Source: an optimization exercise on an open RTL-to-GDS flow (aim: small area, a short achievable clock period and few clock cycles). Production flows keep margins and buffers that such runs may drop.
Only simulation tests tie the RTL to the original design; equivalence was not proved.
Power and IR drop assume default switching activity.

File: standard.sh
#!/bin/bash
# synth_recipe.tcl (not shown) runs the flow's synth.tcl, then flattens the netlist and writes it again
# the make line also repeats each setting of config.mk as NAME=value (left out here)
make -C /OpenROAD-flow-scripts/flow DESIGN_CONFIG=/design/flow/config.mk WORK_HOME=/design/flow/orfs CLKGATE_MAP_FILE= SYNTH_SCRIPT=/design/flow/synth_recipe.tcl "${@:-finish}"
File: config.mk
export PLATFORM = sky130hd
export DESIGN_NAME = redmule_streamer
export DESIGN_NICKNAME = redmule_streamer
export VERILOG_FILES = /design/flow/design.v
export SDC_FILE = /design/flow/constraint.sdc
export NUM_CORES = 4
export LEC_CHECK = 0
export ABC_AREA = 1
export CAP_MARGIN = 5
export CORE_MARGIN = 2
export CORE_UTILIZATION = 60
export CTS_BUF_LIST = sky130_fd_sc_hd__clkbuf_8
export CTS_CLUSTER_DIAMETER = 60
export CTS_CLUSTER_SIZE = 14
export PLACE_DENSITY = 0.72
export SETUP_SLACK_MARGIN = 3.15
export SLEW_MARGIN = 5
File: flow/run.sh
#!/bin/bash
# The standard layout, with the smallest buffer on every input and output port.
set -euo pipefail
cd "$(dirname "$0")/.."
export BUFFER_PORTS_ARGS="-buffer_cell sky130_fd_sc_hd__buf_1"
bash standard.sh > standard.log 2>&1
File: design.v
package streamer_pkg;
  typedef logic [32-1:0] data_t;
  typedef logic [32-1:0] addr_t;
  typedef logic [16-1:0]  len_t;
  typedef logic [$clog2(4)-1:0] ch_idx_t;
  localparam ch_idx_t CH_X = 2'd0;
  localparam ch_idx_t CH_W = 2'd1;
  localparam ch_idx_t CH_Y = 2'd2;
  localparam ch_idx_t CH_Z = 2'd3;
  typedef struct packed {
    addr_t base;
    addr_t stride;
    len_t  len;
  } ch_cfg_t;
  typedef struct packed {
    addr_t addr;
    logic  we;
    data_t wdata;
  } mem_req_t;
  typedef struct packed {
    logic  rvalid;
    data_t rdata;
  } mem_rsp_t;
  typedef struct packed {
    addr_t addr;
    data_t wdata;
  } store_item_t;
endpackage
`timescale 1ns/1ps
module stream_fifo #(
  parameter int unsigned WIDTH  = 1,
  parameter int unsigned DEPTH  = 4,
  localparam int unsigned CNT_W = $clog2(DEPTH + 1),
  localparam int unsigned PTR_W = (DEPTH > 1) ? $clog2(DEPTH) : 1
) (
  input  logic             clk_i,
  input  logic             rst_n_i,
  input  logic             push_i,
  input  logic [WIDTH-1:0] item_i,
  output logic             full_o,
  input  logic             pop_i,
  output logic [WIDTH-1:0] item_o,
  output logic             empty_o,
  output logic [CNT_W-1:0] free_o
);
  logic [WIDTH-1:0] mem_q [DEPTH];
  logic [PTR_W-1:0] wr_ptr_q;
  logic [PTR_W-1:0] rd_ptr_q;
  logic [CNT_W-1:0] count_q;
  logic             push_en;
  logic             pop_en;
  assign empty_o = (count_q == '0);
  assign full_o  = (count_q == CNT_W'(DEPTH));
  assign free_o  = CNT_W'(DEPTH) - count_q;
  assign item_o  = mem_q[rd_ptr_q];
  assign pop_en  = pop_i && !empty_o;
  assign push_en = push_i && (!full_o || pop_i);
  always_ff @(posedge clk_i) begin
    if (!rst_n_i) begin
      wr_ptr_q <= '0;
      rd_ptr_q <= '0;
      count_q  <= '0;
    end else begin
      if (push_en) begin
        wr_ptr_q <= (wr_ptr_q == PTR_W'(DEPTH - 1)) ? '0 : wr_ptr_q + 1'b1;
      end
      if (pop_en) begin
        rd_ptr_q <= (rd_ptr_q == PTR_W'(DEPTH - 1)) ? '0 : rd_ptr_q + 1'b1;
      end
      if (push_en && !pop_en) begin
        count_q <= count_q + 1'b1;
      end else if (pop_en && !push_en) begin
        count_q <= count_q - 1'b1;
      end
    end
  end
  always_ff @(posedge clk_i) begin
    if (push_en) begin
      mem_q[wr_ptr_q] <= item_i;
    end
  end
endmodule
`timescale 1ns/1ps
module load_source (
  input  logic                  clk_i,
  input  logic                  rst_n_i,
  input  logic                  start_i,
  input  streamer_pkg::ch_cfg_t cfg_i,
  output logic                  elig_o,
  output streamer_pkg::addr_t   addr_o,
  output streamer_pkg::addr_t   stride_o,
  input  logic                  fire_i,
  input  streamer_pkg::addr_t   addr_inc_i,
  input  streamer_pkg::data_t   rdata_i,
  output logic                  valid_o,
  input  logic                  ready_i,
  output streamer_pkg::data_t   data_o,
  output logic                  done_o
);
  logic                busy_q;
  logic                done_q;
  logic                arr_q;      
  logic                full_q;     
  logic                nz_q;       
  streamer_pkg::len_t  rleft_q;
  streamer_pkg::addr_t addr_q;
  streamer_pkg::addr_t stride_q;
  streamer_pkg::data_t data_q;
  logic                start_ok;
  logic                full_d;
  assign start_ok = start_i && !busy_q;
  assign full_d   = arr_q || (full_q && !ready_i);
  assign elig_o   = busy_q && nz_q && !full_d;
  assign addr_o   = addr_q;
  assign stride_o = stride_q;
  assign valid_o = full_q;
  assign data_o  = data_q;
  assign done_o  = done_q;
  always_ff @(posedge clk_i) begin
    if (!rst_n_i) begin
      busy_q <= 1'b0;
      done_q <= 1'b0;
      arr_q  <= 1'b0;
      full_q <= 1'b0;
    end else begin
      arr_q  <= fire_i;
      full_q <= full_d;
      done_q <= 1'b0;
      if (start_ok) begin
        busy_q <= (cfg_i.len != '0);
        done_q <= (cfg_i.len == '0);
      end else if (busy_q && !nz_q && !full_d) begin
        busy_q <= 1'b0;
        done_q <= 1'b1;
      end
    end
  end
  always_ff @(posedge clk_i) begin
    if (start_ok) begin
      rleft_q <= cfg_i.len;
      nz_q    <= (cfg_i.len != '0);
    end else if (fire_i) begin
      rleft_q <= rleft_q - 1'b1;
      nz_q    <= (rleft_q != streamer_pkg::len_t'(1));
    end
  end
  always_ff @(posedge clk_i) begin
    if (start_ok) begin
      addr_q   <= cfg_i.base;
      stride_q <= cfg_i.stride;
    end else if (arr_q) begin
      addr_q <= addr_inc_i;
    end
  end
  always_ff @(posedge clk_i) begin
    if (arr_q) begin
      data_q <= rdata_i;
    end
  end
endmodule
`timescale 1ns/1ps
module store_sink (
  input  logic                  clk_i,
  input  logic                  rst_n_i,
  input  logic                  start_i,
  input  streamer_pkg::ch_cfg_t cfg_i,
  input  logic                  valid_i,
  output logic                  ready_o,
  input  streamer_pkg::data_t   data_i,
  output logic                  elig_o,
  output streamer_pkg::addr_t   addr_o,
  output streamer_pkg::addr_t   stride_o,
  output streamer_pkg::data_t   wdata_o,
  input  logic                  fire_i,
  input  streamer_pkg::addr_t   addr_inc_i,
  output logic                  done_o
);
  logic                busy_q;
  logic                done_q;
  logic                rdy_q;
  logic                full_q;     
  logic                fired_q;    
  logic                one_q;      
  streamer_pkg::len_t  wleft_q;
  streamer_pkg::addr_t addr_q;
  streamer_pkg::addr_t stride_q;
  streamer_pkg::data_t data_q;
  logic                start_ok;
  logic                push;
  logic                last;
  logic                busy_d;
  logic                full_d;
  assign start_ok = start_i && !busy_q;
  assign push     = valid_i && rdy_q;
  assign last     = fire_i && one_q;
  assign full_d   = push || (full_q && !fire_i);
  assign busy_d   = busy_q ? !last : (start_ok && (cfg_i.len != '0));
  assign elig_o   = busy_q && (push || full_q);
  assign addr_o   = fired_q ? addr_inc_i : addr_q;
  assign stride_o = stride_q;
  assign ready_o = rdy_q;
  assign wdata_o = data_q;
  assign done_o  = done_q;
  always_ff @(posedge clk_i) begin
    if (!rst_n_i) begin
      busy_q  <= 1'b0;
      done_q  <= 1'b0;
      rdy_q   <= 1'b0;
      full_q  <= 1'b0;
      fired_q <= 1'b0;
    end else begin
      busy_q  <= busy_d;
      rdy_q   <= busy_d && !full_d;
      full_q  <= full_d;
      fired_q <= fire_i;
      done_q  <= busy_q ? last : (start_ok && (cfg_i.len == '0));
    end
  end
  always_ff @(posedge clk_i) begin
    if (start_ok) begin
      wleft_q <= cfg_i.len;
      one_q   <= (cfg_i.len == streamer_pkg::len_t'(1));
    end else if (fire_i) begin
      wleft_q <= wleft_q - 1'b1;
      one_q   <= (wleft_q == streamer_pkg::len_t'(2));
    end
  end
  always_ff @(posedge clk_i) begin
    if (start_ok) begin
      addr_q   <= cfg_i.base;
      stride_q <= cfg_i.stride;
    end else if (fired_q) begin
      addr_q <= addr_inc_i;
    end
  end
  always_ff @(posedge clk_i) begin
    if (push) begin
      data_q <= data_i;
    end
  end
endmodule
`timescale 1ns/1ps
module tcdm_arbiter (
  input  logic                                         clk_i,
  input  logic                                         rst_n_i,
  input  logic [4-1:0]                    elig_i,
  input  logic [4*32-1:0]   addr_i,
  input  logic [4*32-1:0]   stride_i,
  input  logic                                         mem_gnt_i,
  output logic                                         req_o,
  output streamer_pkg::addr_t                          addr_o,
  output logic [4-1:0]                    sel_o,
  output logic [4-1:0]                    fire_o,
  output streamer_pkg::addr_t                          addr_inc_o
);
  localparam int unsigned N_CH = 4;
  localparam int unsigned AW   = 32;
  logic                req_q;
  logic [N_CH-1:0]     sel_q;
  streamer_pkg::addr_t addr_q;
  streamer_pkg::addr_t stride_q;
  streamer_pkg::addr_t inc_q;
  logic [N_CH-1:0]     cand;
  logic [N_CH-1:0]     pick;
  logic [N_CH-1:0]     pri_q [N_CH];
  logic [N_CH-1:0]     sel_nx;
  logic                hold;
  streamer_pkg::addr_t addr_d;
  streamer_pkg::addr_t stride_d;
  streamer_pkg::addr_t inc_d;
  assign cand = elig_i & ~(req_q ? sel_q : '0);
  always_comb begin
    for (int unsigned c = 0; c < N_CH; c++) begin
      pick[c] = cand[c];
      for (int unsigned j = 0; j < N_CH; j++) begin
        if (j < c && cand[j] && pri_q[j][c]) begin
          pick[c] = 1'b0;
        end
        if (j > c && cand[j] && !pri_q[c][j]) begin
          pick[c] = 1'b0;
        end
      end
    end
  end
  assign hold   = req_q && !mem_gnt_i;
  assign sel_nx = hold ? sel_q : pick;
  assign req_o  = req_q;
  assign addr_o = addr_q;
  assign sel_o  = sel_q;
  assign fire_o = (req_q && mem_gnt_i) ? sel_q : '0;
  always_comb begin
    addr_d   = '0;
    stride_d = '0;
    for (int unsigned c = 0; c < N_CH; c++) begin
      addr_d   = addr_d   | ({AW{sel_nx[c]}} & addr_i[c*AW +: AW]);
      stride_d = stride_d | ({AW{sel_nx[c]}} & stride_i[c*AW +: AW]);
    end
  end
  always_ff @(posedge clk_i) begin
    if (!rst_n_i) begin
      req_q <= 1'b0;
      sel_q <= N_CH'(1);
      for (int unsigned i = 0; i < N_CH; i++) begin
        for (int unsigned j = i + 1; j < N_CH; j++) begin
          pri_q[i][j] <= 1'b1;
        end
      end
    end else if (!hold) begin
      req_q <= (cand != '0);
      if (cand != '0) begin
        sel_q <= pick;
      end
      for (int unsigned i = 0; i < N_CH; i++) begin
        for (int unsigned j = i + 1; j < N_CH; j++) begin
          if (pick[j]) begin
            pri_q[i][j] <= 1'b1;
          end
          if (pick[i]) begin
            pri_q[i][j] <= 1'b0;
          end
        end
      end
    end
  end
  always_comb begin
    logic [AW-1:0] g;
    logic [AW-1:0] p;
    logic [AW-1:0] gn;
    logic [AW-1:0] pn;
    g = addr_q & stride_q;
    p = addr_q ^ stride_q;
    for (int unsigned lvl = 0; lvl < $clog2(AW); lvl++) begin
      gn = g;
      pn = p;
      for (int unsigned i = 0; i < AW; i++) begin
        if (i[lvl]) begin
          gn[i] = g[i] | (p[i] & g[((i >> lvl) << lvl) - 1]);
          pn[i] = p[i] & p[((i >> lvl) << lvl) - 1];
        end
      end
      g = gn;
      p = pn;
    end
    inc_d = (addr_q ^ stride_q) ^ {g[AW-2:0], 1'b0};
  end
  always_ff @(posedge clk_i) begin
    addr_q   <= addr_d;
    stride_q <= stride_d;
    inc_q    <= inc_d;
  end
  assign addr_inc_o = inc_q;
endmodule
`timescale 1ns/1ps
module redmule_streamer (
  input  logic                   clk_i,
  input  logic                   rst_n_i,
  input  logic                   x_start_i,
  input  streamer_pkg::ch_cfg_t  x_cfg_i,
  output logic                   x_valid_o,
  input  logic                   x_ready_i,
  output streamer_pkg::data_t    x_data_o,
  output logic                   x_done_o,
  input  logic                   w_start_i,
  input  streamer_pkg::ch_cfg_t  w_cfg_i,
  output logic                   w_valid_o,
  input  logic                   w_ready_i,
  output streamer_pkg::data_t    w_data_o,
  output logic                   w_done_o,
  input  logic                   y_start_i,
  input  streamer_pkg::ch_cfg_t  y_cfg_i,
  output logic                   y_valid_o,
  input  logic                   y_ready_i,
  output streamer_pkg::data_t    y_data_o,
  output logic                   y_done_o,
  input  logic                   z_start_i,
  input  streamer_pkg::ch_cfg_t  z_cfg_i,
  input  logic                   z_valid_i,
  output logic                   z_ready_o,
  input  streamer_pkg::data_t    z_data_i,
  output logic                   z_done_o,
  output logic                   mem_req_o,
  output streamer_pkg::mem_req_t mem_req_data_o,
  input  logic                   mem_gnt_i,
  input  streamer_pkg::mem_rsp_t mem_rsp_i
);
  logic [4-1:0] elig;
  logic [4-1:0] sel;
  logic [4-1:0] fire;
  streamer_pkg::addr_t       x_addr, x_stride;
  streamer_pkg::addr_t       w_addr, w_stride;
  streamer_pkg::addr_t       y_addr, y_stride;
  streamer_pkg::addr_t       z_addr, z_stride;
  streamer_pkg::addr_t       addr_inc;
  streamer_pkg::data_t       z_wdata;
  load_source i_x_source (
    .clk_i       (clk_i),     .rst_n_i    (rst_n_i),
    .start_i     (x_start_i), .cfg_i      (x_cfg_i),
    .elig_o      (elig[0]),
    .addr_o      (x_addr),    .stride_o   (x_stride),
    .fire_i      (fire[0]),   .addr_inc_i (addr_inc),
    .rdata_i     (mem_rsp_i.rdata),
    .valid_o     (x_valid_o), .ready_i    (x_ready_i),
    .data_o      (x_data_o),  .done_o     (x_done_o)
  );
  load_source i_w_source (
    .clk_i       (clk_i),     .rst_n_i    (rst_n_i),
    .start_i     (w_start_i), .cfg_i      (w_cfg_i),
    .elig_o      (elig[1]),
    .addr_o      (w_addr),    .stride_o   (w_stride),
    .fire_i      (fire[1]),   .addr_inc_i (addr_inc),
    .rdata_i     (mem_rsp_i.rdata),
    .valid_o     (w_valid_o), .ready_i    (w_ready_i),
    .data_o      (w_data_o),  .done_o     (w_done_o)
  );
  load_source i_y_source (
    .clk_i       (clk_i),     .rst_n_i    (rst_n_i),
    .start_i     (y_start_i), .cfg_i      (y_cfg_i),
    .elig_o      (elig[2]),
    .addr_o      (y_addr),    .stride_o   (y_stride),
    .fire_i      (fire[2]),   .addr_inc_i (addr_inc),
    .rdata_i     (mem_rsp_i.rdata),
    .valid_o     (y_valid_o), .ready_i    (y_ready_i),
    .data_o      (y_data_o),  .done_o     (y_done_o)
  );
  store_sink i_z_sink (
    .clk_i       (clk_i),     .rst_n_i    (rst_n_i),
    .start_i     (z_start_i), .cfg_i      (z_cfg_i),
    .valid_i     (z_valid_i), .ready_o    (z_ready_o),
    .data_i      (z_data_i),
    .elig_o      (elig[3]),
    .addr_o      (z_addr),    .stride_o   (z_stride),
    .wdata_o     (z_wdata),
    .fire_i      (fire[3]),   .addr_inc_i (addr_inc),
    .done_o      (z_done_o)
  );
  tcdm_arbiter i_arbiter (
    .clk_i       (clk_i),
    .rst_n_i     (rst_n_i),
    .elig_i      (elig),
    .addr_i      ({z_addr, y_addr, w_addr, x_addr}),
    .stride_i    ({z_stride, y_stride, w_stride, x_stride}),
    .mem_gnt_i   (mem_gnt_i),
    .req_o       (mem_req_o),
    .addr_o      (mem_req_data_o.addr),
    .sel_o       (sel),
    .fire_o      (fire),
    .addr_inc_o  (addr_inc)
  );
  assign mem_req_data_o.we    = sel[3];
  assign mem_req_data_o.wdata = z_wdata;
endmodule
File: constraint.sdc
create_clock -name core_clock -period 5.5 [get_ports {clk_i}]
set_input_delay 1.1000 -clock core_clock [delete_from_list [all_inputs] [get_ports {clk_i}]]
set_output_delay 1.1000 -clock core_clock [all_outputs]
set_load 0.01 [all_outputs]
==> results.txt, run 1 <==
----------------------------------------------------
[Yosys]
  Post-synthesis mux area share ... 0.0150
  Dominant cell by count in the synthesized netlist ... nand2_1
  Netlist cell types ... 44
  Flop and latch count out of synthesis ... around 580
  Synthesized net count ... roughly 2700
  Post-synthesis average cell area ... ~11 sq um
  Top cell types by occurrence after synthesis ... 690 x nand2_1, 420 x edfxtp_1, 250 x nand3_1
  Synth Cell Area ... 0.0240 sq mm
  Share of synthesized cell area in and, or, nand and nor gates ... 0.213
  Xor/xnor share of the synthesized area ... 0.0132
  Main synth FF type ... edfxtp_1
  Post-synthesis async set-or-reset flop share ... 0
  Post-synthesis compound-gate area fraction ... 0.0362
  Largest family of logic cells by synthesized area ... simple AND/OR/NAND/NOR gates
  Cell accounting for the most synthesized area ... edfxtp_1
  Synthesized netlist cell count ... 2281
  Number of warning messages in the yosys log ... 4
  Top cells by area, synth ... edfxtp_1 53%, dfxtp_1 13%, nand2_1 11%, nand3_1 5.2%, inv_1 2.2%
  Number of flops mapped to enable cells by yosys ... 420
  Fraction of the mapped netlist area in adder cells ... 0.0240
  Area share of the largest cell type after synthesis ... 0.526
  Share of synthesized area occupied by flip-flops and latches ... 0.656

[Route]
  Topmost layer with routed signal wires ... met5
  Initial DRT Pass Iterations ... 6
  Via density per instance ... about 5.7
  Number of DRC markers in iteration 0 ... 1688
  DR DRC count ... 0
  Routed WL ... 74800 um
  Routed via count ... 19400
  Post-route ant nets ... 0
  Routed length on met2 ... roughly 35000 um
  Length of routed met3 wiring ... between 7000 and 8000 um
  Average wire length per cell after detail routing ... around 22 um
  Metal-1 WL ... between 20000 and 30000 um

[Placed design]
  Port-buffer cells ... 564
  Setup slack at placement ... around 2.1 ns
  Dpl hpwl ... just over 50000 um
  Global placer's final weighted congestion ... 0.916

[Critical path]
  Crit Path Max Fanout ... 1
  Critical Setup Path Class ... reg2out
  Register-to-Register Path Depth ... 10
  Kind of cell adding the most delay to the critical path ... flip-flops
  Buffering stage count on the worst path with inverters included ... 1
  Cell with the largest stage delay on the worst path ... edfxtp_1
  Endpoint required time on the critical path ... roughly 4.4 ns
  Count of cell instances traversed by the critical path ... 1
  Worst reg2reg setup slack ... roughly 3.2 ns
  Startpoint of the lowest-slack register-to-register path ... i_arbiter.addr_q[0]$_DFF_P_
  Endpoint of the most critical register-to-register path ... i_arbiter.inc_q[17]$_DFF_P_
  CP arrival ... approximately 1.3 ns
  Endpoint class of the critical path ... output port
  Ordered list of cells on the worst path ... clkbuf_2
  Launching element type of the critical path ... register
  Largest stage delay on the critical path ... 0.45 ns

[STA]
  Finish-stage setup viols ... 0
  Final total negative setup slack ... 0 ns
  Fin Hold WS ... 0.465 ns
  Final cycle utilization of the critical path ... 0.430
  Worst Max-Slew Pin Slew ... 1.18 ns
  Shortest period the worst path allows ... ~2.4 ns
  Relative max-transition margin ... 0.212
  Achievable clock frequency ... ~0.42 GHz
  Final clock skew ... 0.0429 ns
  Crit path setup slack, layout ... 3.13 ns
  Number of endpoints with negative hold slack in the final report ... 0
  Number of slew-limit violations in the final report ... 0
  Unrepaired setup endpoints after global routing ... true

[Pwr]
  Combinational cell fraction of total power ... 0.204
  Overall power after layout ... roughly 10 mW
  Switching power share of the total ... 0.310
  Clock power share ... 0.236
  Sequential power share ... 0.560
  Switch Pwr ... ~3.2 mW
  Total power divided by cell area ... roughly 370 mW/mm^2
  Leakage power total ... 11.1 nW
  Internal power ... around 7.1 mW
  Worst voltage drop across the vdd grid ... roughly 0.24 mV

[Floorplan]
  Site Rows ... 73
  Die Wd ... around 200 um
  Core area ... between 0.03 and 0.04 sq mm
  Die height ... 204 um
  # IOs ... between 500 and 600
  Effective utilization at floorplan ... 0.606
  Die Area ... a little over 0.04 sq mm

[GRT]
  Largest net degree at the start of global routing ... 79
  Vias in the first global route ... ~18000
  First-pass GRT wire length ... between 100000 and 150000 um
  Remaining global-route overflow ... 0
  Antenna violations before repair ... 10
  Overall fraction of global-route tracks in use ... 0.351

[Run status]
  Result of the run ... timing/DRC/antenna clean

[Worst hold path]
  Hold Path End ... i_arbiter.stride_q[20]$_DFF_P_
  Worst min path class ... reg2reg
  Hold Path Origin ... i_z_sink.stride_q[20]$_DFFE_PP_
  Worst Hold Path Cells ... 2

[Clock tree]
  TritonCTS clock tree ... yes
  Maximum buffer depth of the clock tree ... 3
  Library cell used as clock root buffer ... clkbuf_8
  Number of CTS-inserted buffers ... 49
  Clock latency at the later pin of the worst-skew pair ... between 0.6 and 0.7 ns
  Count of H-tree levels built during CTS ... 2
  Clock slew seen by the registers of the worst setup and hold paths ... roughly 0.1 ns
  Sinks on Clock Net ... about 580
  Number of hold buffers added after cts ... 0

[Final layout]
  Final core utilization ... 0.706
  Layout-stage area growth over the synthesis result ... 16.5%
  Post-layout net count ... between 3000 and 4000
  Fraction of final layout cells with drive strength greater than 1 ... 0.0838

[Job]
  Maximum capacitance violations ... 0

----------------------------------------------------
## worst register-to-register path, stage by stage, from the launching register on
cell and delay [ns]:
dfxtp_2 0.35, ha_1 0.20, fa_1 0.40, nand2_1 0.08
nand2_1 0.06, o21ai_2 0.11, o21ai_2 0.12, nand2_1 0.13
nand2_4 0.15, fa_1 0.42, xor2_1 0.15
## layer usage
metal,GRT usage,vias to the layer above
met2,0.576,1126
li1,-,8928
met1,0.445,9089
met3,0.0646,235
met5,0,-
met4,0.190,10
## through the flow
step                std cells  cell area (sq um)
floorplan                2281              24000
global placement         3297              26500
detailed placement       3297              26500
CTS                      3395              27800
global route             3404              27900
finish                   3406              27900
## repair_timing
item / in CTS / in global routing
pin swaps: 4 / 3
gates cloned: 3 / 4
setup buffers: 4 / 3
gates resized for setup: 100 / 31
setup endpoints to repair: 220 / 93
## how the worst max path moves through the flow
stage,start,endpoint,slack [ns]
final,i_w_source.data_q[13]$_DFFE_PP_,w_data_o[13],3.13
after global routing,i_w_source.data_q[13]$_DFFE_PP_,w_data_o[13],3.10
after CTS,i_w_source.data_q[13]$_DFFE_PP_,w_data_o[13],3.09
after detailed placement,w_start_i,i_w_source.rleft_q[5]$_DFFE_PP_,2.09
after global placement,w_start_i,i_w_source.rleft_q[7]$_DFFE_PP_,2.07
after floorplan,y_start_i,i_y_source.nz_q$_DFFE_PP_,3.16
## kinds of logic (layout without fill, tap and decap cells)
logic type / after synthesis / in the layout
AOI/OAI and AO/OA: 157 / 157
xor gates and xnor gates: 36 / 36
adders and majority gates: 43 / 43
buffers and inverters: 244 / 833
DFF: 576 / 576
muxes: 32 / 32
other: 0 / 4
and+or+nand+nor: 1193 / 1200
## layout by cell type, fill, tap and decap left out, types with 6 or more instances in the layout
cell type,instances
nand2_1,684
buf_1,518
edfxtp_1,420
nand3_1,247
inv_1,172
dfxtp_1,129
nor2_1,122
nand4_1,72
o21ai_0,71
clkbuf_8,53
a21oi_1,40
ha_1,38
mux2_2,29
buf_4,29
buf_2,28
xor2_1,22
dfxtp_2,21
a31oi_1,18
nor3_1,17
xnor2_1,14
nor4_1,14
nand2_4,7
clkbuf_2,7
dfxtp_4,6
buf_6,6
## cell type report
| cell class | count | area (sq um) |
|---|---|---|
| Antenna cell | 4 | 10.0 |
| Clock buffer | 53 | 729 |
| Clock inverter | 38 | 216 |
| Fill cell | 3086 | 11600 |
| Inverter | 150 | 567 |
| Multi-Input combinational cell | 1468 | 7480 |
| Sequential cell | 576 | 15800 |
| Tap cell | 525 | 657 |
| Timing Repair Buffer | 592 | 2470 |
## power groups by stage
stage	Sequential (mW)	Combinational, mW	Clock, mW
after floorplan	5.71	1.30	0
after global placement	5.81	1.90	0
after detailed placement	5.82	1.96	0
after CTS	5.74	2.03	2.46
after global routing	5.81	2.35	2.62
final	5.75	2.10	2.43
Testbench counts, summed over its fixed seeds: cycles 11,314.
==> run 2: changes to the inputs <==
--- a/config.mk
+++ b/config.mk
@@ -7,11 +7,11 @@
 export LEC_CHECK = 0
 export ABC_AREA = 1
-export CAP_MARGIN = 5
+export CAP_MARGIN = 20
 export CORE_MARGIN = 2
-export CORE_UTILIZATION = 60
+export CORE_UTILIZATION = 70
 export CTS_BUF_LIST = sky130_fd_sc_hd__clkbuf_8
 export CTS_CLUSTER_DIAMETER = 60
 export CTS_CLUSTER_SIZE = 14
-export PLACE_DENSITY = 0.72
-export SETUP_SLACK_MARGIN = 3.15
-export SLEW_MARGIN = 5
+export PLACE_DENSITY = 0.8
+export SETUP_SLACK_MARGIN = 3.0
+export SLEW_MARGIN = 20
==> results.txt, run 2 <==
----------------------------------------------------
[Worst hold path]
  Hold Path End ... i_arbiter.stride_q[27]$_DFF_P_
  Hold Path Origin ... i_z_sink.stride_q[27]$_DFFE_PP_
  Worst min path class ... reg2reg
  Worst Hold Path Cells ... 2

[Clock tree]
  Count of H-tree levels built during CTS ... 2
  TritonCTS clock tree ... yes
  Library cell used as clock root buffer ... clkbuf_8
  Sinks on Clock Net ... about 580
  Maximum buffer depth of the clock tree ... 3
  Number of CTS-inserted buffers ... 47
  Clock slew seen by the registers of the worst setup and hold paths ... around 0.10 ns
  Clock latency at the later pin of the worst-skew pair ... approximately 0.6 ns

[Floorplan]
  Site Rows ... 67
  Die Area ... about 0.036 sq mm
  Die Wd ... around 190 um
  # IOs ... 566
  Die height ... around 190 um
  Effective utilization at floorplan ... 0.713
  Core area ... around 0.034 sq mm

[Final layout]
  Commonest non-fill, non-tap cell in the layout ... nand2_1
  Final core utilization ... 0.815
  Post-layout net count ... around 3300
  Layout-stage area growth over the synthesis result ... 14.3%
  Number of fill cells in the layout ... 2111
  Fraction of final layout cells with drive strength greater than 1 ... 0.0500
  Most frequent cells in the layout ... 686 x nand2_1, 564 x buf_1, 420 x edfxtp_1

[Yosys]
  Flop and latch count out of synthesis ... about 580
  Top cells by area, synth ... edfxtp_1 53%, dfxtp_1 13%, nand2_1 11%, nand3_1 5.2%, inv_1 2.2%
  Dominant cell by count in the synthesized netlist ... nand2_1
  Fraction of the mapped netlist area in adder cells ... 0.0240
  Number of warning messages in the yosys log ... 4
  Area share of the largest cell type after synthesis ... 0.526
  Top cell types by occurrence after synthesis ... 690 x nand2_1, 420 x edfxtp_1, 250 x nand3_1
  Post-synthesis average cell area ... roughly 11 sq um
  Post-synthesis compound-gate area fraction ... 0.0362
  Share of synthesized area occupied by flip-flops and latches ... 0.656
  Main synth FF type ... edfxtp_1
  Largest family of logic cells by synthesized area ... simple AND/OR/NAND/NOR gates
  Cell accounting for the most synthesized area ... edfxtp_1
  Synth Cell Area ... 0.0240 sq mm
  Share of synthesized cell area in and, or, nand and nor gates ... 0.213
  Synthesized netlist cell count ... approximately 2300
  Xor/xnor share of the synthesized area ... 0.0132
  Post-synthesis async set-or-reset flop share ... 0
  Synthesized net count ... 2720
  Netlist cell types ... 44
  Number of flops mapped to enable cells by yosys ... between 400 and 500
  Post-synthesis mux area share ... 0.0150

[Route]
  Number of DRC markers in iteration 0 ... around 2200
  Routed via count ... just under 20000
  Average wire length per cell after detail routing ... approximately 22 um
  Initial DRT Pass Iterations ... 8
  Routed WL ... 71400 um
  Post-route ant nets ... 0
  DR DRC count ... 0
  Via density per instance ... ~6.0

[Critical path]
  Register-to-Register Path Depth ... 10
  Buffering stage count on the worst path with inverters included ... 3
  Worst reg2reg setup slack ... about 3.1 ns
  Endpoint class of the critical path ... register
  Endpoint of the most critical register-to-register path ... i_arbiter.inc_q[17]$_DFF_P_
  Cell with the largest stage delay on the worst path ... or2_4
  Startpoint of the lowest-slack register-to-register path ... i_arbiter.addr_q[0]$_DFF_P_
  Largest stage delay on the critical path ... 0.64 ns
  Ordered list of cells on the worst path ... buf_1 > inv_1 > nor2_4 > buf_6 > or2_4
  Crit Path Max Fanout ... 82
  Launching element type of the critical path ... input pin
  Endpoint required time on the critical path ... about 5.7 ns
  Kind of cell adding the most delay to the critical path ... buffers and inverters
  CP arrival ... between 2 and 3 ns
  Critical Setup Path Class ... in2reg

[Pwr]
  Sequential power share ... 0.575
  Switch Pwr ... a little over 3 mW
  Overall power after layout ... ~10 mW
  Combinational cell fraction of total power ... 0.205
  Clock power share ... 0.220
  Worst voltage drop across the vdd grid ... about 0.27 mV
  Leakage power total ... between 10 and 15 nW
  Switching power share of the total ... 0.311
  Total power divided by cell area ... 365 mW/mm^2
  Internal power ... about 7 mW

[STA]
  Finish-stage setup viols ... 0
  Achievable clock frequency ... 0.407 GHz
  Number of slew-limit violations in the final report ... 0
  Unrepaired setup endpoints after global routing ... false
  Worst Max-Slew Pin Slew ... 1.15 ns
  Relative max-transition margin ... 0.233
  Number of endpoints with negative hold slack in the final report ... 0
  Final clock skew ... ~0.024 ns
  Shortest period the worst path allows ... 2.45 ns
  Final total negative setup slack ... 0 ns
  Final cycle utilization of the critical path ... 0.446

[GRT]
  First-pass GRT wire length ... ~100000 um
  Vias in the first global route ... between 15000 and 20000
  Largest net degree at the start of global routing ... 83
  Remaining global-route overflow ... 0
  Antenna violations before repair ... 14
  Overall fraction of global-route tracks in use ... 0.387

[Job]
  Maximum capacitance violations ... 0

[Placed design]
  Global placer's final weighted congestion ... between 0.9 and 1
  Dpl hpwl ... just under 50000 um
  Port-buffer cells ... about 560

[Run status]
  Result of the run ... timing/DRC/antenna clean

----------------------------------------------------
[run 2: cell counts after synthesis]
No cell type changed its count.
[run 2: cell type report]
cell class	count	area, sq um	area share
Sequential cell	576	15700	0.574
Multi-Input combinational cell	1465	7400	0.270
Timing Repair Buffer	584	2290	0.0834
Clock buffer	50	688	0.0251
Inverter	150	567	0.0207
Tap cell	448	561	0.0205
Clock inverter	36	139	0.00507
Antenna cell	11	27.5	0.00100
[run 2: tightest hold or removal path, cell delays in order, from the launching register on]
cell and delay [ns]:
edfxtp_1 0.33, nand2_1 0.05, nand4_1 0.07
[run 2: through the flow]
step	setup slack, ns	instance area (sq um)	hold slack, ns	cells
final	3.05	27400	0.465	3320
after floorplan	2.62	24000	0.420	2281
after global routing	2.97	27400	0.491	3318
after detailed placement	2.12	26400	0.447	3217
after CTS	2.99	27300	0.467	3303
after global placement	2.16	26400	0.433	3217
[run 2: cells by family (layout without fill, tap and decap cells)]
group | Yosys count | count (layout)
AO/OA/AOI/OAI | 157 | 157
buffers and inverters | 244 | 820
AND/OR/NAND/NOR | 1193 | 1197
XOR/XNOR | 36 | 36
adder cells (fa/ha/maj) | 43 | 43
flip-flops | 576 | 576
multiplexers | 32 | 32
other | 0 | 11
[run 2: per-layer routing]
layer  global-route usage  routed length [um]  up-vias
met5                    0                  27        -
met3               0.0695                8490      281
met2                0.653               34400     1480
met4                0.206                4720        4
met1                0.479               23800     9107
li1                     -                   -     8895
[run 2: worst max-delay path by stage]
| stage | cells past startpoint | end | from |
|---|---|---|---|
| 4_1_cts | 10 | i_arbiter.addr_q[15]$_DFF_P_ | i_y_source.arr_q$_SDFF_PN0_ |
| 5_1_grt | 11 | i_arbiter.stride_q[17]$_DFF_P_ | i_w_source.arr_q$_SDFF_PN0_ |
| 2_1_floorplan | 2 | i_x_source.nz_q$_DFFE_PP_ | mem_gnt_i |
| 6_report | 5 | i_x_source.addr_q[12]$_DFFE_PP_ | x_start_i |
| 3_3_place_gp | 10 | i_arbiter.stride_q[30]$_DFF_P_ | x_ready_i |
| 3_5_place_dp | 10 | i_arbiter.addr_q[21]$_DFF_P_ | x_ready_i |
[run 2: power by group through the flow]
stage               Clock (mW)  Sequential [mW]  Combinational, mW
global route              2.34             5.79               2.28
CTS                       2.19             5.73               1.97
detailed placement           0             5.82               1.95
finish                    2.20             5.75               2.05
global placement             0             5.80               1.85
floorplan                    0             5.71               1.29
[run 2: what timing repair did]
action	CTS	global route
hold buffers	0	0
gates resized for setup	11	14
cloned	0	4
endpoints found under the setup margin	130	66
pin swaps	0	4
setup buffers	0	2
==> run 3: changes to the inputs <==
==> config.mk (replaced) <==
export PLATFORM = sky130hd
export DESIGN_NAME = redmule_streamer
export DESIGN_NICKNAME = redmule_streamer
export VERILOG_FILES = /design/flow/design.v
export SDC_FILE = /design/flow/constraint.sdc
export NUM_CORES = 4
export LEC_CHECK = 0
export CAP_MARGIN = 20
export CORE_MARGIN = 2
export CORE_UTILIZATION = 40
export CTS_CLUSTER_DIAMETER = 100
export CTS_CLUSTER_SIZE = 20
export SETUP_SLACK_MARGIN = 3.0
export SLEW_MARGIN = 20
==> results.txt, run 3 <==
----------------------------------------------------
[Run status]
  Result of the run ... timing/DRC/antenna clean

[Yosys]
  Synthesized net count ... between 2000 and 2500
  Synthesized netlist cell count ... around 1800
  Main synth FF type ... edfxtp_1
  Cell accounting for the most synthesized area ... edfxtp_1
  Top cells by area, synth ... edfxtp_1 55%, dfxtp_1 14%, nand2_1 6.9%, mux2_2 3.2%, a222oi_1 2.8%
  Area share of the largest cell type after synthesis ... 0.553
  Synth Cell Area ... 0.0228 sq mm
  Post-synthesis average cell area ... around 13 sq um
  Number of flops mapped to enable cells by yosys ... between 400 and 500
  Number of warning messages in the yosys log ... 4
  Dominant cell by count in the synthesized netlist ... nand2_1
  Post-synthesis async set-or-reset flop share ... 0
  Netlist cell types ... 63
  Top cell types by occurrence after synthesis ... 422 x nand2_1, 420 x edfxtp_1, 156 x dfxtp_1
  Share of synthesized area occupied by flip-flops and latches ... 0.690
  Flop and latch count out of synthesis ... between 500 and 600

[Route]
  Post-route ant nets ... 0
  Via density per instance ... roughly 5.2
  Routed via count ... ~16000
  Initial DRT Pass Iterations ... 8
  DR DRC count ... 0
  Routed WL ... a little over 70000 um
  Average wire length per cell after detail routing ... approximately 23 um
  Number of DRC markers in iteration 0 ... ~1300

[STA]
  Number of endpoints with negative hold slack in the final report ... 0
  Final total negative setup slack ... 0 ns
  Unrepaired setup endpoints after global routing ... true
  Final cycle utilization of the critical path ... 0.500
  Worst Max-Slew Pin Slew ... ~1.0 ns
  Final clock skew ... 0.0211 ns
  Shortest period the worst path allows ... around 2.8 ns
  Achievable clock frequency ... roughly 0.36 GHz
  Finish-stage setup viols ... 0
  Relative max-transition margin ... 0.328
  Number of slew-limit violations in the final report ... 0

[Critical path]
  Endpoint class of the critical path ... register
  Critical Setup Path Class ... reg2reg
  Launching element type of the critical path ... register
  CP arrival ... 3.21 ns
  Crit Path Max Fanout ... 4
  Endpoint required time on the critical path ... a little under 6 ns

[Floorplan]
  Die height ... roughly 240 um
  Effective utilization at floorplan ... 0.404
  Core area ... 0.0564 sq mm
  Site Rows ... a little under 90
  Die Area ... slightly below 0.06 sq mm
  # IOs ... 566
  Die Wd ... roughly 240 um

[GRT]
  Antenna violations before repair ... 12
  Met2 demand-to-capacity share in global routing ... 0.396
  First-pass GRT wire length ... just over 100000 um
  Peak-usage layer in the global routing report ... met2
  Largest net degree at the start of global routing ... 66
  Remaining global-route overflow ... 0
  Overall fraction of global-route tracks in use ... 0.233
  Global-route met3 utilization ... 0.0421
  Vias in the first global route ... 16300
  Met1 capacity usage during global routing ... 0.304

[Worst hold path]
  Worst min path class ... reg2reg

[Clock tree]
  Clock latency at the later pin of the worst-skew pair ... about 0.57 ns
  Maximum buffer depth of the clock tree ... 3
  Number of hold buffers added after cts ... 0
  Count of H-tree levels built during CTS ... 2
  Clock slew seen by the registers of the worst setup and hold paths ... ~0.090 ns
  Library cell used as clock root buffer ... clkbuf_16
  Sinks on Clock Net ... 576
  TritonCTS clock tree ... yes
  Number of CTS-inserted buffers ... 35

[Pwr]
  Total power divided by cell area ... approximately 380 mW/mm^2
  Leakage power total ... between 9 and 10 nW
  Worst voltage drop across the vdd grid ... between 0.3 and 0.4 mV

[Final layout]
  Layout-stage area growth over the synthesis result ... 20.5%
  Fraction of final layout cells with drive strength greater than 1 ... 0.0935
  Commonest non-fill, non-tap cell in the layout ... buf_1
  Post-layout net count ... 2809
  Number of fill cells in the layout ... about 5200
  Most frequent cells in the layout ... 563 x buf_1, 420 x edfxtp_1, 418 x nand2_1
  Final core utilization ... 0.487

[Placed design]
  Port-buffer cells ... 564
  Global placer's final weighted congestion ... around 0.86
  Dpl hpwl ... between 40000 and 50000 um

[Job]
  Maximum capacitance violations ... 0

----------------------------------------------------
[run 3: cell count changes after synthesis, moves of 14 or more]
cell,previous run,this run
mux2_2,29,64
buf_2,33,15
xnor2_1,14,49
nor2_1,125,141
a222oi_1,0,64
inv_1,143,21
nand3_1,250,12
nand2_1,690,422
nor2b_1,0,21
a21oi_1,42,28
nand4_1,72,6
nor4_1,14,37
[run 3: cell families (layout without fill, tap and decap cells)]
family          count (synthesis)  count (layout)  share of synthesized area
mux                            64              64                     0.0316
buf+inv                       100             699                     0.0203
xor+xnor                       70              70                     0.0269
fa+ha+maj                      43              43                     0.0253
other cells                     0               7                          0
compound gates                236             242                     0.0749
simple gates                  700             701                      0.131
flops                         576             576                      0.690
[run 3: worst paths after layout]
check                                                startpoint                        endpoint  slack [ns]  depth (start not counted)
worst max register to register    i_arbiter.stride_q[0]$_DFF_P_     i_arbiter.inc_q[17]$_DFF_P_        2.75                          9
worst max-delay path              i_arbiter.stride_q[0]$_DFF_P_     i_arbiter.inc_q[17]$_DFF_P_        2.75                          9
worst min-delay path            i_z_sink.stride_q[26]$_DFFE_PP_  i_arbiter.stride_q[26]$_DFF_P_        0.44                          2
worst min register to register  i_z_sink.stride_q[26]$_DFFE_PP_  i_arbiter.stride_q[26]$_DFF_P_        0.44                          2
[run 3: where the power goes]
group / total (mW) / switching, mW / internal [mW]
clock network: 2.69 / 1.44 / 1.25
registers: 5.75 / 0.418 / 5.33
logic: 1.87 / 1.08 / 0.783
[run 3: timing repair]
| action | 4_1_cts | 5_1_grt |
|---|---|---|
| endpoints found under the setup margin | 174 | 91 |
| gates resized for setup | 42 | 36 |
| pin swaps | 19 | 20 |
| setup buffers | 26 | 6 |
| gates cloned | 6 | 2 |
[run 3: through the flow]
step / std cells / setup WS, ns / instance area, sq um / hold WS [ns] / power (mW)
after floorplan: 1789 / 2.67 / 22900 / 0.408 / 6.80
after global placement: 3048 / 1.71 / 25700 / 0.422 / 7.46
after detailed placement: 3049 / 1.62 / 25700 / 0.424 / 7.51
after CTS: 3143 / 2.77 / 27200 / 0.436 / 10.3
after global routing: 3157 / 2.67 / 27500 / 0.456 / 10.8
final: 3158 / 2.75 / 27500 / 0.439 / 10.3
[run 3: final cells by class]
| type | count | area [sq um] | area share |
|---|---|---|---|
| Tap cell | 756 | 946 | 0.0344 |
| Antenna cell | 7 | 17.5 | 0.000638 |
| Clock inverter | 5 | 55.1 | 0.00200 |
| Sequential cell | 576 | 15800 | 0.574 |
| Timing Repair Buffer | 615 | 2640 | 0.0963 |
| Inverter | 22 | 93.8 | 0.00342 |
| Multi-Input combinational cell | 1120 | 6970 | 0.254 |
| Clock buffer | 57 | 980 | 0.0357 |
[run 3: worst max-delay path, stage by stage, from the launching register on]
cell and delay, ns:
dfxtp_4 0.38, ha_4 0.17, fa_2 0.39, a211oi_2 0.24, o211ai_1 0.16, a22o_4 0.31
o31a_1 0.26, or2_4 0.25, fa_2 0.34, xor2_1 0.14
[run 3: per-layer routing]
layer | vias up | part of all wire
met5 | - | 0.00088
met2 | 659 | 0.49
met4 | 10 | 0.025
li1 | 7676 | -
met3 | 102 | 0.069
met1 | 8018 | 0.42
==> run 4: changes to the inputs <==
--- a/config.mk
+++ b/config.mk
@@ -8,7 +8,8 @@
 export CAP_MARGIN = 20
 export CORE_MARGIN = 2
-export CORE_UTILIZATION = 40
+export CORE_UTILIZATION = 60
 export CTS_CLUSTER_DIAMETER = 100
 export CTS_CLUSTER_SIZE = 20
+export PLACE_DENSITY = 0.72
 export SETUP_SLACK_MARGIN = 3.0
 export SLEW_MARGIN = 20
==> results.txt, run 4 <==
----------------------------------------------------
[Run status]
  Result of the run ... timing/DRC/antenna clean

[Critical path]
  Buffering stage count on the worst path with inverters included ... 0
  Cell with the largest stage delay on the worst path ... dfxtp_4
  Startpoint of the lowest-slack register-to-register path ... i_arbiter.stride_q[0]$_DFF_P_
  Ordered list of cells on the worst path ... ha_4 > fa_2 > a211oi_2 > o211ai_1 > a22o_2 > o31a_1 > or2_4 > fa_2 > xor2_1
  CP dominant cell by count ... fa_2
  Endpoint required time on the critical path ... between 5 and 6 ns
  Critical Setup Path Class ... reg2reg
  Register-to-Register Path Depth ... 9
  Crit Path Max Fanout ... 4
  Endpoint class of the critical path ... register
  Largest stage delay on the critical path ... between 0.3 and 0.4 ns
  Kind of cell adding the most delay to the critical path ... compound AO/OA/AOI/OAI gates
  Launching element type of the critical path ... register
  CP arrival ... approximately 3.2 ns
  Worst reg2reg setup slack ... roughly 2.8 ns
  Endpoint of the most critical register-to-register path ... i_arbiter.inc_q[17]$_DFF_P_

[Route]
  Routed via count ... 17100
  Via density per instance ... roughly 5.8
  Average wire length per cell after detail routing ... about 23 um
  DR DRC count ... 0
  Post-route ant nets ... 0
  Initial DRT Pass Iterations ... 8
  Routed WL ... between 60000 and 70000 um
  Number of DRC markers in iteration 0 ... 1486

[STA]
  Fin Hold WS ... approximately 0.44 ns
  Final total negative setup slack ... 0 ns
  Number of endpoints with negative hold slack in the final report ... 0
  Relative max-transition margin ... 0.244
  Number of slew-limit violations in the final report ... 0
  Finish-stage setup viols ... 0
  Final cycle utilization of the critical path ... 0.498
  Worst Max-Slew Pin Slew ... roughly 1.1 ns
  Crit path setup slack, layout ... roughly 2.8 ns
  Shortest period the worst path allows ... between 2 and 3 ns
  Achievable clock frequency ... ~0.37 GHz
  Final clock skew ... 0.0241 ns
  Unrepaired setup endpoints after global routing ... true

[Final layout]
  Commonest non-fill, non-tap cell in the layout ... buf_1
  Final Cell Area ... about 0.027 sq mm
  Number of standard cells in the final layout excluding fillers ... 2933
  Most frequent cells in the layout ... 561 x buf_1, 420 x edfxtp_1, 419 x nand2_1
  Layout-stage area growth over the synthesis result ... 20.4%
  Fraction of final layout cells with drive strength greater than 1 ... 0.0944
  Number of fill cells in the layout ... approximately 2600
  Final core utilization ... 0.730
  Post-layout net count ... 2819

[Yosys]
  Top cell types by occurrence after synthesis ... 422 x nand2_1, 420 x edfxtp_1, 156 x dfxtp_1
  Number of warning messages in the yosys log ... 4
  Dominant cell by count in the synthesized netlist ... nand2_1
  Area share of the largest cell type after synthesis ... 0.553
  Number of flops mapped to enable cells by yosys ... 420
  Synthesized netlist cell count ... 1789
  Synth Cell Area ... 0.0228 sq mm
  Top cells by area, synth ... edfxtp_1 55%, dfxtp_1 14%, nand2_1 6.9%, mux2_2 3.2%, a222oi_1 2.8%
  Cell accounting for the most synthesized area ... edfxtp_1
  Share of synthesized area occupied by flip-flops and latches ... 0.690
  Netlist cell types ... 63
  Flop and latch count out of synthesis ... roughly 580
  Synthesized net count ... around 2200
  Main synth FF type ... edfxtp_1
  Post-synthesis async set-or-reset flop share ... 0
  Post-synthesis average cell area ... 12.7 sq um

[Pwr]
  Worst voltage drop across the vdd grid ... between 0.3 and 0.4 mV
  Leakage power total ... ~10 nW
  Total power divided by cell area ... ~380 mW/mm^2
  Overall power after layout ... approximately 10 mW

[GRT]
  Remaining global-route overflow ... 0
  First-pass GRT wire length ... about 96000 um
  Overall fraction of global-route tracks in use ... 0.331
  Vias in the first global route ... between 15000 and 20000
  Largest net degree at the start of global routing ... 86
  Antenna violations before repair ... 23

[Clock tree]
  Clock slew seen by the registers of the worst setup and hold paths ... 0.09 ns
  Number of CTS-inserted buffers ... 34
  Library cell used as clock root buffer ... clkbuf_16
  Count of H-tree levels built during CTS ... 2
  Maximum buffer depth of the clock tree ... 3
  Clock latency at the later pin of the worst-skew pair ... approximately 0.56 ns
  Sinks on Clock Net ... ~580
  TritonCTS clock tree ... yes

[Worst hold path]
  Worst Hold Path Cells ... 2
  Worst min path class ... reg2reg
  Hold Path Origin ... i_x_source.addr_q[2]$_DFFE_PP_
  Hold Path End ... i_arbiter.addr_q[2]$_DFF_P_

[Placed design]
  Port-buffer cells ... ~560
  Placement-stage cell area ... 0.0254 sq mm
  Dpl hpwl ... roughly 45000 um
  Count of placed standard cells including taps ... 2800
  Global placer's final weighted congestion ... just under 0.9
  Setup slack at placement ... between 1 and 1.5 ns

[Floorplan]
  Core area ... 0.0376 sq mm
  Die height ... 199 um
  # IOs ... about 570
  Die Area ... approximately 0.040 sq mm
  Effective utilization at floorplan ... 0.607
  Site Rows ... slightly above 70
  Die Wd ... ~200 um

[Job]
  Maximum capacitance violations ... 0

----------------------------------------------------
-- run 4: cell counts after synthesis --
No cell type changed its count.
-- run 4: what timing repair did --
| action | CTS | global route |
|---|---|---|
| pin swaps | 23 | 63 |
| hold buffers | 0 | 0 |
| cloned | 7 | 9 |
| setup buffers | 30 | 9 |
| resized for setup | 52 | 45 |
| endpoints found under the setup margin | 316 | 114 |
-- run 4: per-layer routing --
metal	vias to the layer above	wire length, um	global-route usage
met2	957	34200	0.572
met3	180	5910	0.0610
met5	-	81	0
met1	8194	24300	0.396
met4	12	3490	0.171
li1	7721	-	-
-- run 4: how the worst max path moves through the flow --
| stage | start | endpoint | cells past startpoint |
|---|---|---|---|
| detailed placement | x_start_i | i_x_source.addr_q[17]$_DFFE_PP_ | 5 |
| global route | i_arbiter.stride_q[0]$_DFF_P_ | i_arbiter.inc_q[17]$_DFF_P_ | 9 |
| finish | i_arbiter.stride_q[0]$_DFF_P_ | i_arbiter.inc_q[17]$_DFF_P_ | 9 |
| global placement | z_valid_i | i_arbiter.addr_q[8]$_DFF_P_ | 9 |
| CTS | i_arbiter.stride_q[0]$_DFF_P_ | i_arbiter.inc_q[17]$_DFF_P_ | 9 |
| floorplan | z_valid_i | i_arbiter.stride_q[23]$_DFF_P_ | 9 |
-- run 4: layout make-up --
cell class                      count  area, sq um  share of cell area
Timing Repair Buffer              623         2820               0.103
Clock buffer                       61         1040              0.0378
Tap cell                          511          639              0.0233
Antenna cell                       17         42.5             0.00155
Multi-Input combinational cell   1123         7020               0.256
Sequential cell                   576        15800               0.574
Inverter                           22          119             0.00433
-- run 4: logic make-up after synthesis --
logic type	synth area share
buffers and inverters	0.0203
AND/OR/NAND/NOR	0.131
multiplexers	0.0316
AO/OA/AOI/OAI	0.0749
adder cells (fa/ha/maj)	0.0253
XOR/XNOR	0.0269
flip-flops	0.690
-- run 4: worst min-delay path: cells and delay by family, from the launching register on --
| kind | cells | cell delay [ns] |
|---|---|---|
| AND/OR/NAND/NOR | 2 | 0.09 |
| flip-flops | 1 | 0.33 |
-- run 4: power breakdown --
group | switching, mW | total, mW | internal [mW]
Combinational | 1.12 | 1.94 | 0.823
Sequential | 0.407 | 5.74 | 5.33
Clock | 1.37 | 2.66 | 1.29
Total | 2.90 | 10.3 | 7.44
==> run 5: changes to the inputs <==
--- a/config.mk
+++ b/config.mk
@@ -6,4 +6,5 @@
 export NUM_CORES = 4
 export LEC_CHECK = 0
+export ABC_AREA = 1
 export CAP_MARGIN = 20
 export CORE_MARGIN = 2
==> results.txt, run 5 <==
----------------------------------------------------
[Run status]
  Result of the run ... timing/DRC/antenna clean

[Yosys]
  Post-synthesis async set-or-reset flop share ... 0
  Top cell types by occurrence after synthesis ... 690 x nand2_1, 420 x edfxtp_1, 250 x nand3_1
  Number of flops mapped to enable cells by yosys ... 420
  Dominant cell by count in the synthesized netlist ... nand2_1
  Area share of the largest cell type after synthesis ... 0.526
  Synth Cell Area ... ~0.024 sq mm
  Cell accounting for the most synthesized area ... edfxtp_1
  Flop and latch count out of synthesis ... 576
  Post-synthesis average cell area ... approximately 11 sq um
  Netlist cell types ... 44
  Synthesized netlist cell count ... 2281
  Number of warning messages in the yosys log ... 4
  Top cells by area, synth ... edfxtp_1 53%, dfxtp_1 13%, nand2_1 11%, nand3_1 5.2%, inv_1 2.2%
  Synthesized net count ... 2720
  Share of synthesized area occupied by flip-flops and latches ... 0.656
  Main synth FF type ... edfxtp_1

[Final layout]
  Post-layout net count ... around 3300
  Commonest non-fill, non-tap cell in the layout ... nand2_1
  Fraction of final layout cells with drive strength greater than 1 ... 0.0455
  Most frequent cells in the layout ... 686 x nand2_1, 564 x buf_1, 420 x edfxtp_1
  Layout-stage area growth over the synthesis result ... 15.6%
  Final Cell Area ... ~0.028 sq mm
  Final core utilization ... 0.701
  Number of fill cells in the layout ... between 3000 and 4000

[Placed design]
  Global placer's final weighted congestion ... 0.904
  Placement-stage cell area ... 0.0265 sq mm
  Port-buffer cells ... 564
  Setup slack at placement ... around 2.0 ns
  Dpl hpwl ... 49700 um

[STA]
  Final clock skew ... 0.0243 ns
  Shortest period the worst path allows ... ~2.5 ns
  Finish-stage setup viols ... 0
  Final total negative setup slack ... 0 ns
  Worst Max-Slew Pin Slew ... 1.16 ns
  Number of slew-limit violations in the final report ... 0
  Number of endpoints with negative hold slack in the final report ... 0
  Relative max-transition margin ... 0.224
  Unrepaired setup endpoints after global routing ... true
  Achievable clock frequency ... a little over 0.4 GHz
  Crit path setup slack, layout ... a little over 3 ns
  Final cycle utilization of the critical path ... 0.451

[Route]
  Average wire length per cell after detail routing ... about 22 um
  Routed WL ... about 74000 um
  DR DRC count ... 0
  Post-route ant nets ... 0
  Number of DRC markers in iteration 0 ... 1728
  Routed via count ... around 19000
  Via density per instance ... 5.70
  Initial DRT Pass Iterations ... 5

[Floorplan]
  # IOs ... roughly 570
  Die height ... roughly 200 um
  Core area ... 0.0395 sq mm
  Die Area ... 0.0416 sq mm
  Effective utilization at floorplan ... 0.606
  Die Wd ... between 200 and 250 um
  Site Rows ... 73

[Critical path]
  Crit path capture ... i_z_sink.wleft_q[7]$_DFFE_PP_
  Startpoint of the lowest-slack register-to-register path ... i_arbiter.addr_q[0]$_DFF_P_
  Worst reg2reg setup slack ... around 3.1 ns
  Critical Setup Path Class ... in2reg
  Crit Path Max Fanout ... 50
  Launching element type of the critical path ... input pin
  Endpoint required time on the critical path ... between 5 and 6 ns
  Endpoint of the most critical register-to-register path ... i_arbiter.inc_q[17]$_DFF_P_
  Register-to-Register Path Depth ... 10
  CP arrival ... around 2.6 ns
  Endpoint class of the critical path ... register
  Worst setup path start ... z_start_i

[Clock tree]
  TritonCTS clock tree ... yes
  Number of CTS-inserted buffers ... 34
  Clock latency at the later pin of the worst-skew pair ... about 0.57 ns
  Sinks on Clock Net ... 576
  Library cell used as clock root buffer ... clkbuf_16
  Count of H-tree levels built during CTS ... 2
  Clock slew seen by the registers of the worst setup and hold paths ... ~0.090 ns
  Maximum buffer depth of the clock tree ... 3

[GRT]
  Remaining global-route overflow ... 0
  Overall fraction of global-route tracks in use ... 0.341
  Antenna violations before repair ... 16
  First-pass GRT wire length ... approximately 110000 um
  Vias in the first global route ... approximately 18000
  Largest net degree at the start of global routing ... just over 80

[Pwr]
  Worst voltage drop across the vdd grid ... approximately 0.32 mV
  Total power divided by cell area ... about 380 mW/mm^2
  Leakage power total ... between 10 and 15 nW
  Overall power after layout ... roughly 10 mW

[Job]
  Maximum capacitance violations ... 0

[Worst hold path]
  Worst min path class ... reg2reg

----------------------------------------------------
-- run 5: cell count changes in the layout (fill, tap and decap cells not counted), moves of 18 or more --
cell,change
xnor2_1,-35
nor4_1,-22
nand2_1,+267
inv_1,+125
nand4_1,+66
a222oi_1,-64
a21oi_1,+18
nor2_1,-18
mux2_2,-35
nand3_1,+238
nor2b_1,-20
-- run 5: repair_timing --
item / in CTS / in global routing
setup endpoints to repair: 72 / 70
pin swaps: 1 / 6
resized for setup: 15 / 14
setup buffers: 0 / 2
cloned: 0 / 5
hold buffers: 0 / 0
-- run 5: area by class of cell --
| type | instances | area (sq um) | share of cell area |
|---|---|---|---|
| multi-input cells | 1466 | 7390 | 0.267 |
| diodes | 15 | 37.5 | 0.00135 |
| repair buffers | 585 | 2320 | 0.0836 |
| inverters | 150 | 568 | 0.0205 |
| flip-flops and latches | 576 | 15700 | 0.568 |
| clock inverters | 1 | 8.76 | 0.000316 |
| well taps | 525 | 657 | 0.0237 |
| clock buffers | 60 | 991 | 0.0358 |
-- run 5: stage by stage --
step,hold WS (ns),std cells
after detailed placement,0.444,3295
after global placement,0.445,3295
after global routing,0.487,3375
after floorplan,0.420,2281
final,0.463,3378
after CTS,0.460,3356
-- run 5: power by group --
| group | internal [mW] | switching (mW) |
|---|---|---|
| sequential | 5.34 | 0.434 |
| clock | 1.24 | 1.39 |
| combinational | 0.701 | 1.32 |
-- run 5: how the worst min path moves through the flow --
stage,start,endpoint,slack (ns),depth (start not counted)
floorplan,i_arbiter.stride_q[0]$_DFF_P_,i_arbiter.inc_q[0]$_DFF_P_,0.42,1
global placement,i_z_sink.stride_q[30]$_DFFE_PP_,i_arbiter.stride_q[30]$_DFF_P_,0.45,2
detailed placement,i_arbiter.stride_q[0]$_DFF_P_,i_arbiter.inc_q[0]$_DFF_P_,0.44,1
CTS,i_arbiter.stride_q[0]$_DFF_P_,i_arbiter.inc_q[0]$_DFF_P_,0.46,1
global route,i_arbiter.stride_q[0]$_DFF_P_,i_arbiter.inc_q[0]$_DFF_P_,0.49,1
finish,i_arbiter.stride_q[0]$_DFF_P_,i_arbiter.inc_q[0]$_DFF_P_,0.46,1
-- run 5: routing by layer --
metal | share of wire | wire length [um] | GRT usage | up-vias
li1 | - | - | - | 8880
met1 | 0.37 | 27300 | 0.436 | 9149
met2 | 0.49 | 35900 | 0.562 | 1071
met3 | 0.10 | 7400 | 0.0627 | 168
met4 | 0.043 | 3140 | 0.172 | 2
met5 | 0.00023 | 17 | 0 | -
-- run 5: critical path, cell delays in order --
cell and delay, ns:
buf_1 0.09, nand2_2 0.09, buf_4 0.58, nand2_1 0.67
-- run 5: cells by family after synthesis --
family / Yosys count / synth area share
compound gates: 157 / 0.0362
xor+xnor: 36 / 0.0132
fa+ha+maj: 43 / 0.0240
buf+inv: 244 / 0.0423
flops: 576 / 0.656
mux: 32 / 0.0150
simple gates: 1193 / 0.213
==> run 6: changes to the inputs <==
--- a/config.mk
+++ b/config.mk
@@ -6,5 +6,4 @@
 export NUM_CORES = 4
 export LEC_CHECK = 0
-export ABC_AREA = 1
 export CAP_MARGIN = 20
 export CORE_MARGIN = 2
@@ -13,4 +12,4 @@
 export CTS_CLUSTER_SIZE = 20
 export PLACE_DENSITY = 0.72
-export SETUP_SLACK_MARGIN = 3.0
+export SETUP_SLACK_MARGIN = 2.8
 export SLEW_MARGIN = 20
==> results.txt, run 6 <==
----------------------------------------------------
[Yosys]
  Main synth FF type ... edfxtp_1
  Share of synthesized area occupied by flip-flops and latches ... 0.690
  Top cells by area, synth ... edfxtp_1 55%, dfxtp_1 14%, nand2_1 6.9%, mux2_2 3.2%, a222oi_1 2.8%
  Area share of the largest cell type after synthesis ... 0.553
  Synthesized net count ... 2228
  Flop and latch count out of synthesis ... ~580
  Number of flops mapped to enable cells by yosys ... 420
  Synthesized netlist cell count ... between 1500 and 2000
  Post-synthesis average cell area ... 12.7 sq um
  Number of warning messages in the yosys log ... 4
  Netlist cell types ... 63
  Top cell types by occurrence after synthesis ... 422 x nand2_1, 420 x edfxtp_1, 156 x dfxtp_1
  Cell accounting for the most synthesized area ... edfxtp_1
  Synth Cell Area ... roughly 0.023 sq mm
  Post-synthesis async set-or-reset flop share ... 0
  Dominant cell by count in the synthesized netlist ... nand2_1

[Route]
  Initial DRT Pass Iterations ... 7
  DR DRC count ... 0
  Average wire length per cell after detail routing ... approximately 23 um
  Routed WL ... 65700 um
  Post-route ant nets ... 0
  Via density per instance ... around 5.7
  Number of DRC markers in iteration 0 ... 1407
  Routed via count ... between 15000 and 20000

[GRT]
  First-pass GRT wire length ... slightly above 90000 um
  Overall fraction of global-route tracks in use ... 0.322
  Largest net degree at the start of global routing ... between 70 and 80
  Antenna violations before repair ... 16
  Remaining global-route overflow ... 0
  Vias in the first global route ... approximately 16000

[Clock tree]
  TritonCTS clock tree ... yes
  Maximum buffer depth of the clock tree ... 3
  Clock latency at the later pin of the worst-skew pair ... around 0.56 ns
  Sinks on Clock Net ... approximately 580
  Count of H-tree levels built during CTS ... 2
  Number of CTS-inserted buffers ... 34
  Clock slew seen by the registers of the worst setup and hold paths ... ~0.09 ns
  Library cell used as clock root buffer ... clkbuf_16

[Job]
  Maximum capacitance violations ... 0

[STA]
  Number of endpoints with negative hold slack in the final report ... 0
  Relative max-transition margin ... 0.266
  Finish-stage setup viols ... 0
  Final cycle utilization of the critical path ... 0.506
  Final clock skew ... between 0.015 and 0.02 ns
  Worst Max-Slew Pin Slew ... 1.10 ns
  Final total negative setup slack ... 0 ns
  Fin Hold WS ... approximately 0.43 ns
  Unrepaired setup endpoints after global routing ... true
  Number of slew-limit violations in the final report ... 0
  Shortest period the worst path allows ... 2.78 ns
  Achievable clock frequency ... roughly 0.36 GHz
  Crit path setup slack, layout ... approximately 2.7 ns

[Placed design]
  Dpl hpwl ... around 45000 um
  Global placer's final weighted congestion ... approximately 0.90
  Setup slack at placement ... between 1.5 and 2 ns
  Placement-stage cell area ... between 0.02 and 0.03 sq mm
  Count of placed standard cells including taps ... about 2800
  Port-buffer cells ... around 560

[Critical path]
  Endpoint class of the critical path ... register
  Launching element type of the critical path ... register
  Endpoint of the most critical register-to-register path ... i_arbiter.inc_q[17]$_DFF_P_
  Startpoint of the lowest-slack register-to-register path ... i_arbiter.stride_q[0]$_DFF_P_
  Cell with the largest stage delay on the worst path ... fa_2
  Largest stage delay on the critical path ... approximately 0.37 ns
  Endpoint required time on the critical path ... 5.95 ns
  CP arrival ... ~3.2 ns
  Crit Path Max Fanout ... 5
  Critical Setup Path Class ... reg2reg
  Register-to-Register Path Depth ... 9
  Ordered list of cells on the worst path ... ha_4 > fa_2 > a211oi_2 > o211ai_1 > a22o_2 > o31a_1 > or2_4 > fa_2 > xor2_1
  Worst reg2reg setup slack ... 2.72 ns
  CP dominant cell by count ... fa_2

[Floorplan]
  Die Area ... 0.0396 sq mm
  # IOs ... roughly 570
  Effective utilization at floorplan ... 0.607
  Die Wd ... between 150 and 200 um
  Die height ... roughly 200 um
  Core area ... between 0.03 and 0.04 sq mm
  Site Rows ... 71

[Pwr]
  Total power divided by cell area ... 378 mW/mm^2
  Worst voltage drop across the vdd grid ... between 0.3 and 0.4 mV
  Leakage power total ... just under 10 nW

[Worst hold path]
  Worst Hold Path Cells ... 2
  Worst min path class ... reg2reg
  Hold Path Origin ... i_z_sink.stride_q[31]$_DFFE_PP_
  Hold Path End ... i_arbiter.stride_q[31]$_DFF_P_

[Final layout]
  Number of standard cells in the final layout excluding fillers ... 2905
  Post-layout net count ... roughly 2800
  Commonest non-fill, non-tap cell in the layout ... buf_1
  Final Cell Area ... approximately 0.027 sq mm
  Fraction of final layout cells with drive strength greater than 1 ... 0.0803
  Most frequent cells in the layout ... 563 x buf_1, 421 x nand2_1, 420 x edfxtp_1
  Layout-stage area growth over the synthesis result ... 17.9%

[Run status]
  Result of the run ... timing/DRC/antenna clean

----------------------------------------------------
[run 6: cell count changes after synthesis, moves of 64 or more]
cell | previous run | this run
nand2_1 | 690 | 422
nand3_1 | 250 | 12
inv_1 | 143 | 21
nand4_1 | 72 | 6
a222oi_1 | 0 | 64
[run 6: logic make-up (layout without fill, tap and decap cells)]
kind of cell / Yosys count / in the layout / share of synthesized area
compound gates: 236 / 238 / 0.0749
flops: 576 / 576 / 0.690
fa+ha+maj: 43 / 43 / 0.0253
simple gates: 700 / 701 / 0.131
buf+inv: 100 / 688 / 0.0203
mux: 64 / 64 / 0.0316
xor+xnor: 70 / 70 / 0.0269
other cells: 0 / 14 / 0
[run 6: report_power, final]
part,internal (mW),switching (mW)
clock,1.29,1.36
combinational,0.742,1.03
sequential,5.33,0.400
total,7.36,2.79
[run 6: worst max-delay path by stage]
stage	startpoint	endpoint	slack (ns)
after floorplan	z_valid_i	i_arbiter.stride_q[23]$_DFF_P_	2.67
after global placement	z_valid_i	i_arbiter.stride_q[5]$_DFF_P_	1.62
after detailed placement	z_valid_i	i_arbiter.stride_q[26]$_DFF_P_	1.62
after CTS	i_arbiter.stride_q[0]$_DFF_P_	i_arbiter.inc_q[17]$_DFF_P_	2.70
after global routing	i_arbiter.stride_q[0]$_DFF_P_	i_arbiter.inc_q[18]$_DFF_P_	2.63
final	i_arbiter.stride_q[0]$_DFF_P_	i_arbiter.inc_q[17]$_DFF_P_	2.72
[run 6: worst max-delay path: cells and delay by family, from the launching register on]
| kind | cells | cell delay (ns) |
|---|---|---|
| simple gates | 1 | 0.28 |
| flops | 1 | 0.36 |
| xor+xnor | 1 | 0.14 |
| fa+ha+maj | 3 | 0.87 |
| compound gates | 4 | 1.02 |
[run 6: what timing repair did]
| action | in CTS | in global routing |
|---|---|---|
| gates resized for setup | 24 | 16 |
| buffers inserted | 9 | 15 |
| hold buffers | 0 | 0 |
| setup endpoints to repair | 60 | 61 |
| pin swaps | 11 | 10 |
| cloned | 2 | 4 |
[run 6: metal layers]
metal,vias up,track usage,wire [um],part of all wire
li1,7648,-,-,-
met1,7959,0.394,24100,0.37
met2,846,0.536,32200,0.49
met3,157,0.0715,5940,0.090
met4,6,0.171,3350,0.051
met5,-,0,42,0.00064
[run 6: final cells by class]
cell class	count	area [sq um]
multi-input combinational	1116	6780
sequential	576	15700
inverter	22	88.8
antenna	14	35.0
timing repair buffer	606	2550
clock buffer	60	1030
fill	2733	10700
tap	511	639
[run 6: stage by stage]
stage	total power, mW	utilization
5_1_grt	10.6	0.715
3_5_place_dp	7.46	0.675
6_report	10.2	0.715
3_3_place_gp	7.38	0.674
2_1_floorplan	6.79	-
4_1_cts	10.1	0.707

-- re-timing with driven ports --
Ports are ideal in the flow. The routed layouts listed here were re-timed in OpenROAD. Step 1 sets driving cells, clkbuf_16 on the clock port and buf_2 on the other inputs (assumed; they add their load-dependent delay and slew). Step 2 adds t to the input delays and takes it off the output delays; t is the mean of the earliest and latest rising clock arrival at the registers after step 1. Input paths then give back, and output paths get back, about the clock's delay inside the block. a / b / c = ideal ports / drivers / drivers and shift; a / b = the first two.
| run | shift t [ns] | setup WS [ns] | latest minus earliest clock arrival (ns) |
|---|---|---|---|
| run 1 | 0.705 | 3.135 / 3.082 / 2.496 | 0.047 / 0.047 |
| run 2 | 0.647 | 3.046 / 3.002 / 2.427 | 0.025 / 0.024 |
| run 3 | 0.614 | 2.750 / 2.750 / 2.364 | 0.022 / 0.022 |
| run 4 | 0.601 | 2.761 / 2.761 / 2.258 | 0.029 / 0.029 |
| run 5 | 0.612 | 3.019 / 2.999 / 2.442 | 0.026 / 0.026 |
| run 6 | 0.607 | 2.718 / 2.718 / 2.223 | 0.022 / 0.023 |
After both steps every run listed still meets setup and hold. For run 1, which loses most, drivers alone change the setup slack by -0.053 ns; drivers and shift together by -0.639 ns.
